What follows belongs to an exercise in optimizing a design on an open flow for a short achievable clock period and few clock cycles per item; a production flow would make more cautious choices.
Function was checked by simulation only, so behaviour that the tests miss may differ from the original.

==> run a: inputs <==
// multDivUnit
module multDivUnit (
  input  logic        clk,
  input  logic        reset,
  input  logic [2:0]  reqOp,
  input  logic [31:0] reqLOp,
  input  logic [31:0] reqROp,
  input  logic        reqValid,
  output logic        reqCredit,
  output logic [31:0] respResult,
  output logic        respDivByZero,
  output logic        respDivOverflow,
  output logic        respValid,
  input  logic        respCredit
);
clock: 6.0 ns
lec_check: 0
cap_margin: 40
core_margin: 2
core_utilization: 35
setup_slack_margin: 1.3
slew_margin: 30
run.sh (not shown) runs the stock make flow with config.mk's settings and CLKGATE_MAP_FILE= SYNTH_SCRIPT=/design/flow/synth_recipe.tcl, a recipe that flattens the netlist after the stock synthesis.
==> inputs of run b, as changes to run a <==
--- a/flow/design.v
+++ b/flow/design.v
@@ -57,34 +57,37 @@
   localparam int MW  = 32 + RB;        
   localparam logic [2:0] sIdle  = 3'd0;
   localparam logic [2:0] sDivIt = 3'd1;
   localparam logic [2:0] sOut   = 3'd2;
   localparam logic [2:0] sMul   = 3'd3;
   localparam logic [2:0] sPow   = 3'd4;
+  localparam logic [2:0] sNeg   = 3'd6;
   localparam int oMul  = 0;
   localparam int oFast = 1;
   localparam int oDiv  = 2;
   localparam int oPow  = 3;
   localparam int oMulS = 4;
   logic [31:0] L;
   logic [31:0] R;
   assign L = reqLOp;
   assign R = reqROp;
   logic        dSigned;
+  logic [31:0] notL;
   logic        negL;
   logic        negR;
   logic [31:0] tL;
   logic [31:0] tR;
   logic [31:0] magL0;
   logic [31:0] magR0;
   logic        dbz0;
   logic        ovf0;
   logic        less0;
   logic        fast0;
   logic [31:0] fastRes0;
   assign dSigned = reqOp[2] && !reqOp[0];
+  assign notL    = ~L;
   assign negL    = dSigned && L[31];
   assign negR    = dSigned && R[31];
   assign tL      = L ^ {32{negL}};
   assign tR      = R ^ {32{negR}};
   assign magL0   = tL + {31'd0, negL};
   assign magR0   = tR + {31'd0, negR};
@@ -205,15 +208,13 @@
       default: multRow = '0;
     endcase
   endfunction
   function automatic logic [MW-1:0] multConst(input int j, input logic n);
     multConst = (n ? MW'(j) : '0) + ((j == 7 || j == 14 || j == 15) ? MW'(1) : '0);
   endfunction
-  logic [31:0]         notL;
   logic [NM:1][MW-1:0] mult0;
-  assign notL = ~L;
   for (genvar j = 1; j <= NM; j++) begin : g_mult
     logic [MW-1:0] r0, r1, r2, r3;
     logic [MW-1:0] s1, c1, s2, c2;
     logic [MW-1:0] n0, n1, n2, n3;
     logic [MW-1:0] ns1, nc1, ns2, nc2;
     logic [MW-1:0] mPos, mNeg;
@@ -334,13 +335,14 @@
       else if (!respCredit && respValid) respCredits <= respCredits - 2'd1;
       case (state)
         sIdle:   if (reqValid) state <= !reqOp[2] ? (smallMul0 ? sOut : sMul) :
                                         fast0 ? sOut : pow0 ? sPow : sDivIt;
         sPow:    state <= sOut;
         sMul:    state <= sOut;
-        sDivIt:  if (!itCnt[2]) state <= sOut;
+        sDivIt:  if (!itCnt[2]) state <= (opR[1] && negRemR) ? sNeg : sOut;
+        sNeg:    state <= sOut;
         sOut:    if (respValid) state <= sIdle;
         default: state <= sIdle;
       endcase
     end
   end
   logic [1:0]          opR;
@@ -354,13 +356,13 @@
   logic                negQR;
   logic                negRemR;
   logic                dbzR;
   logic                ovfR;
   logic [31:0]         fastRes;
   logic [3:0][63:0]    prodRows;
-  logic [NM:1][MW-1:0] mult;
+  logic [NM:1][MW-1:0] multN;
   always_ff @(posedge clk) begin
     if (accept) begin
       opR      <= reqOp[1:0];
       outSel   <= '0;
       if (!reqOp[2]) outSel[smallMul0 ? oMulS : oMul] <= 1'b1;
       else outSel[fast0 ? oFast : pow0 ? oPow : oDiv] <= 1'b1;
@@ -374,53 +376,44 @@
       negQR    <= negL ^ negR;
       negRemR  <= negR;
       dbzR     <= reqOp[2] && dbz0;
       ovfR     <= reqOp[2] && ovf0;
       fastRes  <= fastRes0;
       prodRows <= t4;
-      mult     <= mult0;
+      multN    <= ~mult0;
     end
   end
   logic [31:0] prReg;
-  logic [31:0] prmReg;
+  logic [31:0] remNeg;
   logic [31:0] dReg;
   logic [31:0] qReg;
   logic [31:0] qmReg;
   logic [MW-1:0]    x;
-  logic [MW-1:0]    xm;
   logic [NM+1:1]    ge;
   logic [32*NM-1:0] diff;
-  logic [32*NM-1:0] diffm;
   logic [NM:0]      sel;
   logic [RB-1:0]    digit;
   logic [RB-1:0]    digitm;
   logic [31:0]      npr;
-  logic [31:0]      nprm;
   assign x  = {prReg, dReg[31:32-RB]};
-  assign xm = x - MW'(1);
   for (genvar j = 1; j <= NM; j++) begin : g_sub
     logic [MW:0] d;
-    logic [MW:0] dm;
-    assign d     = {1'b0, x} - {1'b0, mult[j]};
-    assign dm    = {1'b0, x} + {1'b1, ~mult[j]};
+    assign d     = {1'b0, x} + {1'b1, multN[j]} + (MW+1)'(1);
     assign ge[j] = !d[MW];
     assign diff[32*(j-1) +: 32]  = d[31:0];
-    assign diffm[32*(j-1) +: 32] = dm[31:0];
   end
   assign ge[NM+1] = 1'b0;
   assign sel[0] = !ge[1];
   for (genvar j = 1; j <= NM; j++) begin : g_sel
     assign sel[j] = ge[j] && !ge[j+1];
   end
   always_comb begin
     npr   = sel[0] ? x[31:0] : 32'd0;
-    nprm  = sel[0] ? xm[31:0] : 32'd0;
     digit = '0;
     for (int j = 1; j <= NM; j++) begin
       npr   = npr  | (sel[j] ? diff[32*(j-1) +: 32] : 32'd0);
-      nprm  = nprm | (sel[j] ? diffm[32*(j-1) +: 32] : 32'd0);
       digit = digit | (sel[j] ? RB'(j) : RB'(0));
     end
   end
   assign digitm = digit - RB'(1);
   always_ff @(posedge clk) begin
     if (accept) begin
@@ -428,13 +421,12 @@
       dReg  <= aligned0[31:0];
       qReg  <= 32'd0;
       qmReg <= 32'hffff_ffff;
       itCnt <= iters0;
     end else if (state == sDivIt) begin
       prReg  <= npr;
-      prmReg <= nprm;
       dReg   <= dReg << RB;
       qReg   <= {qReg[31-RB:0], digit};
       qmReg  <= sel[0] ? {qmReg[31-RB:0], {RB{1'b1}}} : {qReg[31-RB:0], digitm};
       itCnt  <= itCnt >> 1;
     end
   end
@@ -448,16 +440,19 @@
                   (prodRows[1] & prodRows[2])) << 1;
   assign t5[2] = prodRows[3];
   assign t6[0] = t5[0] ^ t5[1] ^ t5[2];
   assign t6[1] = ((t5[0] & t5[1]) | (t5[0] & t5[2]) | (t5[1] & t5[2])) << 1;
   assign product = t6[0] + t6[1];
   always_ff @(posedge clk) begin
+    if (state == sNeg) remNeg <= -prReg;
+  end
+  always_ff @(posedge clk) begin
     if (state == sMul) mulRes <= (opR == 2'd0) ? product[31:0] : product[63:32];
   end
   always_comb begin
-    if (opR[1]) divRes = negRemR ? ~prmReg : prReg;
+    if (opR[1]) divRes = negRemR ? remNeg : prReg;
     else        divRes = negQR ? ~qmReg : qReg;
   end
   logic [31:0] powQ;
   logic [31:0] powR;
   logic [31:0] qMag;
   logic [31:0] rMag;
@@ -466,24 +461,20 @@
   always_ff @(posedge clk) begin
     if (state == sPow) begin
       powQ <= negQR ? -qMag : qMag;
       powR <= negRemR ? -rMag : rMag;
     end
   end
-  logic [15:0] pg0, pp0, pg1, pp1, pg2, pp2, pg3, pp3;
+  logic [15:0] pg1, pp1, pg2, pp2, pg3, pp3;
   logic [15:0] blkC;
   logic [63:0] sProd;
   logic [31:0] mulSRes;
   always_comb begin
     for (int b = 0; b < 16; b++) begin
-      pg0[b] = sG[b];
-      pp0[b] = sP[b];
-    end
-    for (int b = 0; b < 16; b++) begin
-      pg1[b] = (b >= 1) ? (pg0[b] || (pp0[b] && pg0[b-1])) : pg0[b];
-      pp1[b] = (b >= 1) ? (pp0[b] && pp0[b-1]) : pp0[b];
+      pg1[b] = sG[b];
+      pp1[b] = sP[b];
     end
     for (int b = 0; b < 16; b++) begin
       pg2[b] = (b >= 2) ? (pg1[b] || (pp1[b] && pg1[b-2])) : pg1[b];
       pp2[b] = (b >= 2) ? (pp1[b] && pp1[b-2]) : pp1[b];
     end
     for (int b = 0; b < 16; b++) begin
@@ -539,18 +530,27 @@
   assign s2 = pp[3] ^ pp[4] ^ pp[5];
   assign c2 = ((pp[3] & pp[4]) | (pp[3] & pp[5]) | (pp[4] & pp[5])) << 1;
   assign s3 = s1 ^ c1 ^ s2;
   assign c3 = ((s1 & c1) | (s1 & s2) | (c1 & s2)) << 1;
   assign s4 = s3 ^ c3 ^ c2;
   assign c4 = ((s3 & c3) | (s3 & c2) | (c3 & c2)) << 1;
+  logic [15:0] g;
+  logic [15:0] p;
   for (genvar k = 0; k < 16; k++) begin : g_blk
     logic [4:0] t0;
     logic [4:0] t1;
     assign t0 = {1'b0, s4[4*k +: 4]} + {1'b0, c4[4*k +: 4]};
     assign t1 = {1'b0, s4[4*k +: 4]} + {1'b0, c4[4*k +: 4]} + 5'd1;
     assign sum0[4*k +: 4] = t0[3:0];
     assign sum1[4*k +: 4] = t1[3:0];
-    assign blkG[k] = t0[4];
-    assign blkP[k] = t1[4];
+    assign g[k] = t0[4];
+    assign p[k] = t1[4];
+    if (k == 0) begin : g_p0
+      assign blkG[k] = g[k];
+      assign blkP[k] = p[k];
+    end else begin : g_pk
+      assign blkG[k] = g[k] || (p[k] && g[k-1]);
+      assign blkP[k] = p[k] && p[k-1];
+    end
   end
 endmodule
 `default_nettype wire
==> flow/config.mk (replaced) <==
export PLATFORM = sky130hd
export DESIGN_NAME = multDivUnit
export DESIGN_NICKNAME = multDivUnit
export VERILOG_FILES = /design/flow/design.v
export SDC_FILE = /design/flow/constraint.sdc
export NUM_CORES = 4
export LEC_CHECK = 0
export CAP_MARGIN = 40
export CORE_MARGIN = 2
export CORE_UTILIZATION = 26
export SETUP_SLACK_MARGIN = 2.0
export SLEW_MARGIN = 30
==> summary of the runs <==
- Between run b and run a, the lower synthesized area is in run b (gap about 10%, measured against run a).
- Against run a, the worst hold slack of run b is worse by 82 ps.
- Sequential share of layout area: run b is higher than run a (0.59 points).
- Against run b, the via count of run a is higher by 20%.
- Of run b and run a, run b has the higher critical path depth (gap 10).
==> figures <==
|  | run a | run b |
|---|---|---|
| Number of flip-flops in the largest register | 301 | 300 |
| Number of cells in the finished layout apart from fillers | 30200 | 28100 |
| Cell area after layout | 226000 µm² | 216000 µm² |
| Num rows | 256 | 281 |
| Run status | finished clean | finished clean |
| Clock period minus final worst setup slack | 5640 ps | 5120 ps |
| N_diodes | 79 | 34 |
| Cell seen most often among critical-path stages | buf_4 | buf_12 |
| First-pass GRT wire length | 1490000 µm | 1050000 µm |
| R2R cell count | 16 | 19 |
| Area of the multi-input gates | 140000 µm² | 131000 µm² |
Testbench counts of run a, summed over its fixed seeds: cycles 12,768, ops 3,200.
Testbench counts of run b, summed over its fixed seeds: cycles 12,850, ops 3,200.

separate check: timing with driven ports:
The results above use ideal ports. As a check the final layouts listed here were re-extracted and re-timed, cells and wires unchanged. Step 1 sets driving cells, clkbuf_16 on the clock port and buf_2 on the other inputs (assumed; they add their load-dependent delay and slew). Step 2 adds t to the input delays and takes it off the output delays; t is the mean of the earliest and latest rising clock arrival at the registers after step 1. Input paths then give back, and output paths get back, about the clock's delay inside the block. Three values: ideal ports, drivers, drivers and shift; two values: the first two.
run | t (ns) | setup slack, ns | worst slew at a driven data input, ns
run a | 1.030 | 0.358 / 0.279 / -0.382 | 0.47
run b | 1.047 | 0.884 / 0.538 / -0.509 | 0.58
With both steps, setup timing fails in run a and run b, where it was met with ideal ports. For run b, which loses most, drivers alone change the setup slack by -0.346 ns; drivers and shift together by -1.393 ns.
